Background: an optimization exercise with open tools, aiming at small area, a short achievable clock period and few clock cycles. Do not read the settings as production practice.
Function was checked by simulation only, so behaviour that the tests miss may differ from the original.

[design/flow/run.sh]
#!/bin/bash
# synth_recipe.tcl (not shown) runs the flow's synth.tcl, then flattens the netlist and writes it again
# the make line also repeats each setting of config.mk as NAME=value (left out here)
make -C /OpenROAD-flow-scripts/flow DESIGN_CONFIG=/design/flow/config.mk WORK_HOME=/design/flow/orfs CLKGATE_MAP_FILE= SYNTH_SCRIPT=/design/flow/synth_recipe.tcl finish
[design/flow/config.mk]
export PLATFORM = sky130hd
export DESIGN_NAME = circle_boundary_link_fraction_unit
export DESIGN_NICKNAME = circle_boundary_link_fraction_unit
export VERILOG_FILES = /design/flow/design.v
export SDC_FILE = /design/flow/constraint.sdc
export NUM_CORES = 4
export LEC_CHECK = 0
export CAP_MARGIN = 20
export CORE_MARGIN = 2
export CORE_UTILIZATION = 35
export PLACE_DENSITY = 0.6
export SLEW_MARGIN = 20
[design/flow/constraint.sdc]
create_clock -name core_clock -period 22.0 [get_ports {clk}]
set_input_delay 4.4000 -clock core_clock [delete_from_list [all_inputs] [get_ports {clk}]]
set_output_delay 4.4000 -clock core_clock [all_outputs]
set_load 0.01 [all_outputs]
[design/flow/design.v]
`timescale 1ns / 1ps
package cblf_pkg;
	localparam int FRAC_BITS_DEF   = 16;
	localparam int COORD_LIMIT_DEF = 1024;
	localparam int CW  = 12;
	localparam int OW  = 14;
	localparam int FW  = 17;
	localparam int DW  = 4;
	localparam int NNB = 8;
	localparam int LINK_W = 2*DW + 4 + 2*CW + 2*OW + 25 + 1;   
	typedef enum logic [1:0] {
		REG_RADIUS   = 2'd0,
		REG_CENTER_X = 2'd1,
		REG_CENTER_Y = 2'd2,
		REG_ADD_CTR  = 2'd3
	} reg_idx_t;
	typedef struct packed {
		logic [DW-1:0]        dir;
		logic [DW-1:0]        back;
		logic signed [1:0]    di;
		logic signed [1:0]    dj;
		logic signed [CW-1:0] x;
		logic signed [CW-1:0] y;
		logic [OW-1:0]        ox;
		logic [OW-1:0]        oy;
		logic [24:0]          c;
		logic                 last;
	} link_t;
	function automatic logic [DW-1:0] nb_dir(input logic [2:0] k);
		case (k)
			3'd0: nb_dir = 4'd4;
			3'd1: nb_dir = 4'd2;
			3'd2: nb_dir = 4'd3;
			3'd3: nb_dir = 4'd7;
			3'd4: nb_dir = 4'd6;
			3'd5: nb_dir = 4'd1;
			3'd6: nb_dir = 4'd8;
			default: nb_dir = 4'd5;
		endcase
	endfunction
	function automatic logic [DW-1:0] opp_dir(input logic [DW-1:0] d);
		case (d)
			4'd1: opp_dir = 4'd3;
			4'd2: opp_dir = 4'd4;
			4'd3: opp_dir = 4'd1;
			4'd4: opp_dir = 4'd2;
			4'd5: opp_dir = 4'd7;
			4'd6: opp_dir = 4'd8;
			4'd7: opp_dir = 4'd5;
			4'd8: opp_dir = 4'd6;
			default: opp_dir = 4'd0;
		endcase
	endfunction
	function automatic logic signed [1:0] nb_di(input logic [2:0] k);
		case (k)
			3'd0, 3'd1: nb_di = 2'sd0;
			3'd2, 3'd3, 3'd4: nb_di = -2'sd1;
			default: nb_di = 2'sd1;
		endcase
	endfunction
	function automatic logic signed [1:0] nb_dj(input logic [2:0] k);
		case (k)
			3'd0, 3'd3, 3'd6: nb_dj = -2'sd1;
			3'd2, 3'd5: nb_dj = 2'sd0;
			default: nb_dj = 2'sd1;
		endcase
	endfunction
endpackage
`timescale 1ns / 1ps
import cblf_pkg::*;
module cblf_link_gen (
	input  logic                           clk,
	input  logic                           arst_n,
	input  logic                           in_valid,
	output logic                           in_ready,
	input  logic signed [cblf_pkg::CW-1:0] point_x,
	input  logic signed [cblf_pkg::CW-1:0] point_y,
	input  logic [10:0]                    radius_n,
	input  logic [11:0]                    center_x,
	input  logic [11:0]                    center_y,
	input  logic                           offset_en,
	output logic                           lk_valid,
	input  logic                           lk_ready,
	output cblf_pkg::link_t                lk
);
	logic                 v_s1;
	logic signed [CW-1:0] x_s1, y_s1;
	logic [24:0]          r2_s1;
	logic [24:0]          d2_s1;
	logic [OW-1:0]        ox_s1, oy_s1;
	logic                 v_s2;
	logic [NNB-1:0]       mask_s2;
	logic signed [CW-1:0] x_s2, y_s2;
	logic [24:0]          c_s2;
	logic [OW-1:0]        ox_s2, oy_s2;
	logic [NNB-1:0]       solid_s1;
	logic signed [11:0] r_c;
	logic [2:0]         pick;
	logic [NNB-1:0]     rest;
	logic               adv2, adv1, take2;
	assign r_c = $signed({1'b0, radius_n}) - 12'sd1;
	for (genvar k = 0; k < NNB; k++) begin : g_solid
		logic signed [CW+1:0] sx, sy;
		logic [26:0] s2;
		assign sx = (CW+2)'(x_s1) + (CW+2)'(cblf_pkg::nb_di(3'(k)));
		assign sy = (CW+2)'(y_s1) + (CW+2)'(cblf_pkg::nb_dj(3'(k)));
		assign s2 = 27'(sx) * 27'(sx) + 27'(sy) * 27'(sy);
		assign solid_s1[k] = s2 <= {2'b0, r2_s1};
	end
	always_comb begin
		pick = 3'd0;
		for (int k = NNB-1; k >= 0; k--) begin
			if (mask_s2[k]) pick = 3'(k);
		end
		rest = mask_s2 & ~(NNB'(1) << pick);
	end
	assign lk_valid = v_s2 && (mask_s2 != '0);
	assign take2    = lk_valid && lk_ready;
	assign adv2     = !v_s2 || (mask_s2 == '0) || (take2 && rest == '0);
	assign adv1     = !v_s1 || adv2;
	assign in_ready = adv1;
	always_comb begin
		lk.dir  = cblf_pkg::nb_dir(pick);
		lk.back = cblf_pkg::opp_dir(cblf_pkg::nb_dir(pick));
		lk.di   = cblf_pkg::nb_di(pick);
		lk.dj   = cblf_pkg::nb_dj(pick);
		lk.x    = x_s2;
		lk.y    = y_s2;
		lk.ox   = ox_s2;
		lk.oy   = oy_s2;
		lk.c    = c_s2;
		lk.last = (rest == '0);
	end
	always_ff @(posedge clk or negedge arst_n) begin
		if (!arst_n) begin
			v_s1 <= 1'b0;
			v_s2 <= 1'b0;
			mask_s2 <= '0;
		end else begin
			if (adv1) v_s1 <= in_valid;
			if (adv2) begin
				v_s2 <= v_s1;
				mask_s2 <= (v_s1 && d2_s1 >= r2_s1) ? solid_s1 : '0;
			end else if (take2) begin
				mask_s2 <= rest;
			end
		end
	end
	always_ff @(posedge clk) begin
		if (adv1 && in_valid) begin
			x_s1  <= point_x;
			y_s1  <= point_y;
			r2_s1 <= 25'(25'(r_c) * 25'(r_c));
			d2_s1 <= 25'(point_x) * 25'(point_x)
				+ 25'(point_y) * 25'(point_y);
			ox_s1 <= offset_en ? OW'(center_x) : '0;
			oy_s1 <= offset_en ? OW'(center_y) : '0;
		end
		if (adv2 && v_s1) begin
			x_s2  <= x_s1;
			y_s2  <= y_s1;
			c_s2  <= d2_s1 - r2_s1;
			ox_s2 <= ox_s1;
			oy_s2 <= oy_s1;
		end
	end
endmodule
`timescale 1ns / 1ps
module cblf_isqrt #(
	parameter int FRAC_BITS = cblf_pkg::FRAC_BITS_DEF,
	parameter int DIN_W     = 28,
	parameter int TAG_W     = 8
) (
	input  logic                                 clk,
	input  logic                                 arst_n,
	input  logic                                 in_valid,
	output logic                                 in_ready,
	input  logic [DIN_W-1:0]                     din,
	input  logic [TAG_W-1:0]                     tag_in,
	output logic                                 out_valid,
	input  logic                                 out_ready,
	output logic [(DIN_W+1)/2+FRAC_BITS-1:0]     root,
	output logic                                 exact,
	output logic [TAG_W-1:0]                     tag_out
);
	localparam int HD    = (DIN_W + 1) / 2;
	localparam int ND    = HD + FRAC_BITS;
	localparam int PAD_W = 2 * HD;
	localparam int RW    = ND + 2;
	localparam int PER   = 6;
	localparam int NST   = (ND + PER - 1) / PER;
	logic [NST:0]           v;
	logic [PAD_W-1:0]       dd  [NST+1];
	logic [RW-1:0]          rem [NST+1];
	logic [ND-1:0]          rt  [NST+1];
	logic [TAG_W-1:0]       tg  [NST+1];
	logic [NST:0]           adv;
	assign v[0]   = in_valid;
	assign dd[0]  = PAD_W'(din);
	assign rem[0] = '0;
	assign rt[0]  = '0;
	assign tg[0]  = tag_in;
	assign adv[NST] = !v[NST] || out_ready;
	for (genvar s = NST-1; s >= 0; s--) begin : g_adv
		assign adv[s] = !v[s+1] || adv[s+1];
	end
	assign in_ready = adv[0];
	for (genvar s = 0; s < NST; s++) begin : g_st
		logic [RW-1:0] rn;
		logic [ND-1:0] qn;
		always_comb begin
			logic [RW-1:0] tr, r2;
			logic [1:0] bits;
			rn = rem[s];
			qn = rt[s];
			for (int p = s*PER; p < s*PER + PER; p++) begin
				if (p < ND) begin
					bits = (p < HD) ? dd[s][PAD_W-1-2*p -: 2] : 2'b00;
					r2 = {rn[RW-3:0], bits};
					tr = {qn[RW-3:0], 2'b01};
					if (r2 >= tr) begin
						rn = r2 - tr;
						qn = {qn[ND-2:0], 1'b1};
					end else begin
						rn = r2;
						qn = {qn[ND-2:0], 1'b0};
					end
				end
			end
		end
		always_ff @(posedge clk or negedge arst_n) begin
			if (!arst_n) v[s+1] <= 1'b0;
			else if (adv[s]) v[s+1] <= v[s];
		end
		always_ff @(posedge clk) begin
			if (adv[s] && v[s]) begin
				dd[s+1]  <= dd[s];
				rem[s+1] <= rn;
				rt[s+1]  <= qn;
				tg[s+1]  <= tg[s];
			end
		end
	end
	assign out_valid = v[NST];
	assign root      = rt[NST];
	assign exact     = rem[NST] == '0;
	assign tag_out   = tg[NST];
endmodule
`timescale 1ns / 1ps
import cblf_pkg::*;
module cblf_frac #(
	parameter int FRAC_BITS = cblf_pkg::FRAC_BITS_DEF
) (
	input  logic                   clk,
	input  logic                   arst_n,
	input  logic                   lk_valid,
	output logic                   lk_ready,
	input  cblf_pkg::link_t        lk,
	output logic                   out_valid,
	input  logic                   out_ready,
	output logic [cblf_pkg::DW-1:0] link_dir,
	output logic [cblf_pkg::DW-1:0] back_dir,
	output logic [cblf_pkg::OW-1:0] fluid_x,
	output logic [cblf_pkg::OW-1:0] fluid_y,
	output logic [cblf_pkg::OW-1:0] solid_x,
	output logic [cblf_pkg::OW-1:0] solid_y,
	output logic [cblf_pkg::OW-1:0] far_x,
	output logic [cblf_pkg::OW-1:0] far_y,
	output logic [cblf_pkg::FW-1:0] wall_fraction,
	output logic                   last
);
	localparam int BW   = 15;                        
	localparam int DIN  = 29;                        
	localparam int RTW  = (DIN + 1) / 2 + FRAC_BITS;
	localparam int NW   = BW + FRAC_BITS + 2;        
	localparam int TAGW = cblf_pkg::LINK_W;
	logic                 va_q;
	cblf_pkg::link_t                la_q;
	logic [DIN-1:0]       d_a;
	logic                 sq_ready, sq_valid, sq_exact;
	logic [RTW-1:0]       sq_root;
	logic [TAGW-1:0]      sq_tag;
	cblf_pkg::link_t                lq;
	logic signed [BW-1:0] b_c;
	logic [1:0]           a_c;
	logic                 dv_ready;
	logic                 vo_q;
	logic signed [BW-1:0] b_n;
	logic signed [DIN+1:0] d_n;
	logic [1:0]           a_n;
	always_comb begin
		a_n = (lk.di != 0 && lk.dj != 0) ? 2'd2 : 2'd1;
		b_n = BW'(2 * (BW'(lk.x) * BW'(lk.di) + BW'(lk.y) * BW'(lk.dj)));
		d_n = (DIN+2)'(b_n) * (DIN+2)'(b_n)
			- (DIN+2)'({a_n, 2'b00}) * (DIN+2)'(lk.c);
	end
	assign lk_ready = !va_q || sq_ready;
	always_ff @(posedge clk or negedge arst_n) begin
		if (!arst_n) va_q <= 1'b0;
		else if (lk_ready) va_q <= lk_valid;
	end
	always_ff @(posedge clk) begin
		if (lk_ready && lk_valid) begin
			la_q <= lk;
			d_a  <= d_n[DIN+1] ? '0 : DIN'(d_n);
		end
	end
	cblf_isqrt #(.FRAC_BITS(FRAC_BITS), .DIN_W(DIN), .TAG_W(TAGW)) u_sqrt (
		.clk(clk), .arst_n(arst_n),
		.in_valid(va_q), .in_ready(sq_ready), .din(d_a), .tag_in(la_q),
		.out_valid(sq_valid), .out_ready(dv_ready), .root(sq_root),
		.exact(sq_exact), .tag_out(sq_tag)
	);
	logic signed [NW+RTW:0] np, nm, top, num;
	always_comb begin
		lq  = sq_tag;
		a_c = (lq.di != 0 && lq.dj != 0) ? 2'd2 : 2'd1;
		b_c = BW'(2 * (BW'(lq.x) * BW'(lq.di) + BW'(lq.y) * BW'(lq.dj)));
		top = (NW+RTW+1)'(a_c) <<< (FRAC_BITS + 1);
		np  = -((NW+RTW+1)'(b_c) <<< FRAC_BITS) + (NW+RTW+1)'(sq_root);
		nm  = -((NW+RTW+1)'(b_c) <<< FRAC_BITS) - (NW+RTW+1)'(sq_root)
			- (sq_exact ? '0 : (NW+RTW+1)'(1));
		if (np >= 0 && np <= top) num = np;
		else if (nm >= 0 && nm <= top) num = nm;
		else num = '0;
	end
	assign dv_ready = !vo_q || out_ready;
	always_ff @(posedge clk or negedge arst_n) begin
		if (!arst_n) vo_q <= 1'b0;
		else if (dv_ready) vo_q <= sq_valid;
	end
	always_ff @(posedge clk) begin
		if (dv_ready && sq_valid) begin
			link_dir <= lq.dir;
			back_dir <= lq.back;
			fluid_x  <= OW'(lq.x) + lq.ox;
			fluid_y  <= OW'(lq.y) + lq.oy;
			solid_x  <= OW'(lq.x) + OW'(lq.di) + lq.ox;
			solid_y  <= OW'(lq.y) + OW'(lq.dj) + lq.oy;
			far_x    <= OW'(lq.x) - OW'(lq.di) + lq.ox;
			far_y    <= OW'(lq.y) - OW'(lq.dj) + lq.oy;
			wall_fraction <= (a_c == 2'd2) ? FW'(num >>> 2) : FW'(num >>> 1);
			last     <= lq.last;
		end
	end
	assign out_valid = vo_q;
endmodule
`timescale 1ns / 1ps
import cblf_pkg::*;
module circle_boundary_link_fraction_unit #(
	parameter int FRAC_BITS = cblf_pkg::FRAC_BITS_DEF
) (
	input  logic                           clk,
	input  logic                           arst_n,
	input  logic                           cfg_valid,
	output logic                           cfg_ready,
	input  logic [1:0]                     cfg_index,
	input  logic [11:0]                    cfg_data,
	input  logic                           in_valid,
	output logic                           in_ready,
	input  logic signed [cblf_pkg::CW-1:0] point_x,
	input  logic signed [cblf_pkg::CW-1:0] point_y,
	output logic                           out_valid,
	input  logic                           out_ready,
	output logic [cblf_pkg::DW-1:0]        link_dir,
	output logic [cblf_pkg::DW-1:0]        back_dir,
	output logic [cblf_pkg::OW-1:0]        fluid_x,
	output logic [cblf_pkg::OW-1:0]        fluid_y,
	output logic [cblf_pkg::OW-1:0]        solid_x,
	output logic [cblf_pkg::OW-1:0]        solid_y,
	output logic [cblf_pkg::OW-1:0]        far_x,
	output logic [cblf_pkg::OW-1:0]        far_y,
	output logic [cblf_pkg::FW-1:0]        wall_fraction,
	output logic                           last
);
	logic [10:0] radius_q;
	logic [11:0] cx_q, cy_q;
	logic        addc_q;
	logic        lk_valid, lk_ready;
	cblf_pkg::link_t       lk;
	assign cfg_ready = 1'b1;
	always_ff @(posedge clk or negedge arst_n) begin
		if (!arst_n) begin
			radius_q <= 11'd1;
			cx_q     <= '0;
			cy_q     <= '0;
			addc_q   <= 1'b1;
		end else if (cfg_valid) begin
			case (cfg_index)
				REG_RADIUS:   radius_q <= cfg_data[10:0];
				REG_CENTER_X: cx_q     <= cfg_data;
				REG_CENTER_Y: cy_q     <= cfg_data;
				REG_ADD_CTR:  addc_q   <= cfg_data[0];
				default: ;
			endcase
		end
	end
	cblf_link_gen u_gen (
		.clk(clk), .arst_n(arst_n),
		.in_valid(in_valid), .in_ready(in_ready),
		.point_x(point_x), .point_y(point_y),
		.radius_n(radius_q), .center_x(cx_q), .center_y(cy_q), .offset_en(addc_q),
		.lk_valid(lk_valid), .lk_ready(lk_ready), .lk(lk)
	);
	cblf_frac #(.FRAC_BITS(FRAC_BITS)) u_frac (
		.clk(clk), .arst_n(arst_n),
		.lk_valid(lk_valid), .lk_ready(lk_ready), .lk(lk),
		.out_valid(out_valid), .out_ready(out_ready),
		.link_dir(link_dir), .back_dir(back_dir),
		.fluid_x(fluid_x), .fluid_y(fluid_y),
		.solid_x(solid_x), .solid_y(solid_y),
		.far_x(far_x), .far_y(far_y),
		.wall_fraction(wall_fraction), .last(last)
	);
endmodule
==> out/results.tsv <==
stage	metric	value	unit
finish	layout-drive-gt1-share	4.56	%
clock_tree	htreeDepth	4	
grt	grtUsageTotal	18.2	%
route	drtAntennaViolNets	0	
timing	finalCriticalPeriod	20.38	ns
synthesis	netlist_area	150000	um2
clock_tree	cts.clk_slew.worst_paths	0.06	ns
floorplanning	pin_count	156	
placement	gp_congestion	0.918	
floorplanning	start_util	35.2	%
setup_path	r2r_start	u_frac.u_sqrt.rt[4][10]	
setup_path	r2r_setup_slack	1.62	ns
placement	dp_cells	21600	
worst_hold_path	min_path_type	flip-flop to flip-flop	
placement	post-dp-hpwl	327000	um
setup_path	crit_required	22.62	ns
setup_path	cp_slowest_stage_delay	0.46	ns
finish	syn_to_final_growth	8.85	%
synthesis	synth_top_family_by_area	adder cells	
clock_tree	cts_sinks	1112	
route	wl	396000	um
synthesis	synth_xor_area_share	7.77	%
synthesis	synth-main-ff-cell	edfxtp_1	
finish	instances_no_fill	21800	
route	dr.pass1.iters	6	
route	vias	111000	
finish	fillers	42800	
route	drc	0	
timing	finalHoldViolCount	0	
setup_path	worstSetupStartpointType	flip-flop	
clock_tree	clk_latency	0.87	ns
setup_path	cp.depth	91	
timing	setup_viol	0	
floorplanning	dieWidth	659	um
setup_path	r2r-end	u_frac.u_sqrt.rem[5][30]	
synthesis	synthSimpleGateAreaFrac	11.7	%
synthesis	yosysWarnings	8	
synthesis	synth_edf_count	1058	
synthesis	synth_seq_cells	1112	
synthesis	syn_area_per_cell	9.50	um2
grt	first_global_vias	112000	
setup_path	path_common_cell	a21oi_1	
synthesis	ys_seq_area_share	22.0	%
finish	fin_util	38.3	%
route	wl_per_cell	18.1	um
run_status	status	finished clean	
setup_path	slowest_stage	o32a_1	
synthesis	synthesis.instances	15800	
setup_path	cp_top_family	compound AO/OA/AOI/OAI gates	
timing	fin_tns_setup	0	ns
floorplanning	dieArea	435000	um2
timing	slew_headroom	24.7	%
floorplanning	fp.dieH	659	um
floorplanning	core	428000	um2
worst_hold_path	min_to	u_frac.u_sqrt.tg[6][30]	
timing	max_freq	49.1	MHz
setup_path	worstSetupEndpointType	flip-flop	
clock_tree	clk_path_buf_depth	4	
synthesis	synth-compound-area-share	13.9	%
worst_hold_path	min_delay_path_depth	0	
synthesis	synthArstFlopShare	4.86	%
grt	antenna_found_initial	14	
timing	tightestPinTransition	1.13	ns
timing	skew	0.115	ns
placement	place_ws	1.14	ns
timing	finalCritPeriodShare	92.6	%
clock_tree	cts_root_buf	clkbuf_16	
finish	nets	19500	
timing	setup_slack	1.62	ns
grt	grt_pass1_wl	629000	um
clock_tree	cts_inserted_buffers	134	
worst_hold_path	min_from	u_frac.u_sqrt.tg[5][30]	
setup_path	timing.setup.critical_path_class	flip-flop to flip-flop	
setup_path	reg2reg_depth	91	
clock_tree	cts_tree	done	
setup_path	worstPathMaxFanout	44	
floorplanning	num_rows	240	
grt	grt_max_degree	71	
route	vias_per_cell	5.09	
synthesis	synth_fa_ha_area_share	36.0	%
placement	port_buffers	154	
timing	slew_viol_final	0	
synthesis	synthMuxAreaShare	1.23	%
route	drt_iter0_drc	7364	
flow_run	maxCapViolations	0	
setup_path	path_buf_inv	7	
grt	overflow	0	
setup_path	cp.arrival	21.00	ns
synthesis	synth.distinct_cells	131	
[cell type report]
type | count | area [um2] | share of cell area (%)
Antenna cell | 5 | 12.5 | 0.00765
Clock buffer | 161 | 3510 | 2.14
Clock inverter | 77 | 717 | 0.438
Inverter | 2636 | 9910 | 6.06
Multi-Input combinational cell | 11800 | 106000 | 65.0
Sequential cell | 1112 | 33100 | 20.2
Tap cell | 5687 | 7120 | 4.35
Timing Repair Buffer | 330 | 2870 | 1.76
Timing Repair inverter | 1 | 7.51 | 0.00459
[sequential cells by signal (all words and copies together) (netlist names), 14 cells and up]
signal                cells
u_frac.solid_x           14
u_frac.d_a               27
u_frac.la_q              61
u_frac.far_y             14
u_gen.d2_s1              25
u_frac.u_sqrt.rem       184
u_gen.r2_s1              23
u_frac.u_sqrt.rt        121
u_frac.fluid_x           14
u_gen.c_s2               25
u_frac.wall_fraction     17
u_frac.u_sqrt.tg        366
u_frac.u_sqrt.dd         20
u_frac.solid_y           14
u_frac.fluid_y           14
u_frac.far_x             14
[cell families after synthesis]
logic type,count (synthesis)
flip-flops,1112
multiplexers,168
AO/OA/AOI/OAI,3310
XOR/XNOR,1329
AND/OR/NAND/NOR,3573
other,2
adder cells (fa/ha/maj),3417
buffers and inverters,2919
[Yosys cell counts (all sizes together) (33+ instances only)]
master   number  area, um2
nand4       118        738
nor4        101        729
o31ai        52        404
and3         69        437
and2        297       1860
nor2        957       3600
a21oi      1176       5910
or3          72        455
and4         33        289
a31oi        80        537
ha         1904      23800
mux2i        40        400
inv        2609       9800
nor3        203       1070
nand3       166        871
o21a         75        563
nand2b      160       1000
or2          81        507
or4          47        368
nor2b       127        795
a21o        306       2300
xnor2       997       8760
nand2      1034       3890
edfxtp     1058      31800
dfrtp        52       1300
fa         1513      30300
a21boi       52        390
buf          60        305
xor2        332       2920
a211oi       69        523
clkbuf      223        837
o21ai       656       3290
o21bai      470       3530
mux2        128       1450
a2111oi      33        392
[cells in the final DEF, fill, tap and decap left out, types with 195 or more instances in the layout]
cell type  synthesis  layout
xor2_1           330     330
nand2_1         1032    1032
a21o_1           306     306
a21oi_1         1172    1171
inv_1           2594    2591
ha_1            1904    1904
o21ai_0          632     632
o21bai_1         470     470
nor3_1           197     195
edfxtp_1        1058    1058
xnor2_1          995     993
and2_1           296     291
fa_1            1513    1513
nor2_1           954     953
[metal layers]
layer	track usage [%]	wire length (um)	up-vias
li1	-	-	54000
met1	23.8	174000	54400
met2	31.7	192000	2113
met3	1.69	16200	443
met4	5.29	12800	0
met5	0	0	-
[how the worst max path moves through the flow]
stage	start	to	slack [ns]
floorplan	u_frac.u_sqrt.rem[4][23]	u_frac.u_sqrt.rem[5][30]	2.56
global placement	u_frac.u_sqrt.rt[4][23]	u_frac.u_sqrt.rem[5][30]	1.43
detailed placement	u_frac.u_sqrt.rt[3][0]	u_frac.u_sqrt.rem[4][30]	1.14
CTS	u_frac.u_sqrt.rt[3][0]	u_frac.u_sqrt.rem[4][30]	1.06
global route	u_frac.u_sqrt.rt[2][11]	u_frac.u_sqrt.rem[3][22]	-0.009
finish	u_frac.u_sqrt.rt[4][10]	u_frac.u_sqrt.rem[5][30]	1.62
[repair_timing]
item                                   in CTS  in global routing
endpoints found under the hold margin       0                  0
hold buffers                                0                  0
setup endpoints to repair                   0                 40
resized for setup                           0                 19
setup buffers                               0                  2
[stage by stage]
step                hold WS, ns  instance area [um2]
floorplan                 0.400               150000
global placement          0.400               159000
detailed placement        0.405               159000
CTS                       0.291               163000
global route              0.305               164000
finish                    0.309               164000
Testbench counts, summed over its fixed seeds: cycles 12,598.

==> static timing again, ports no longer ideal <==
How much do the figures lean on ideal ports? The routed layout below was timed once more, with nothing changed but the port constraints.
Step 1, drivers: a clkbuf_16 drives clk and a buf_2 each remaining input, both assumed.
Step 2 times the ports against the registers' clock, not the clock port: input delays grow and output delays shrink by t, the midpoint of the rising clock arrivals with the driver on.
a / b / c = ideal / step 1 / step 2; a / b = the first two.
t (ns): 0.921
setup slack, ns: 1.623 / 1.623 / 1.623
hold WS [ns]: 0.309 / 0.309 / 0.309
slew at the worst register clock pin (ns): 0.09 / 0.09
worst data-port slew with drivers (ns): 0.07
After both steps setup and hold are still met in this run. For this run, drivers alone change the setup slack by 0.000 ns; drivers and shift together by 0.000 ns.
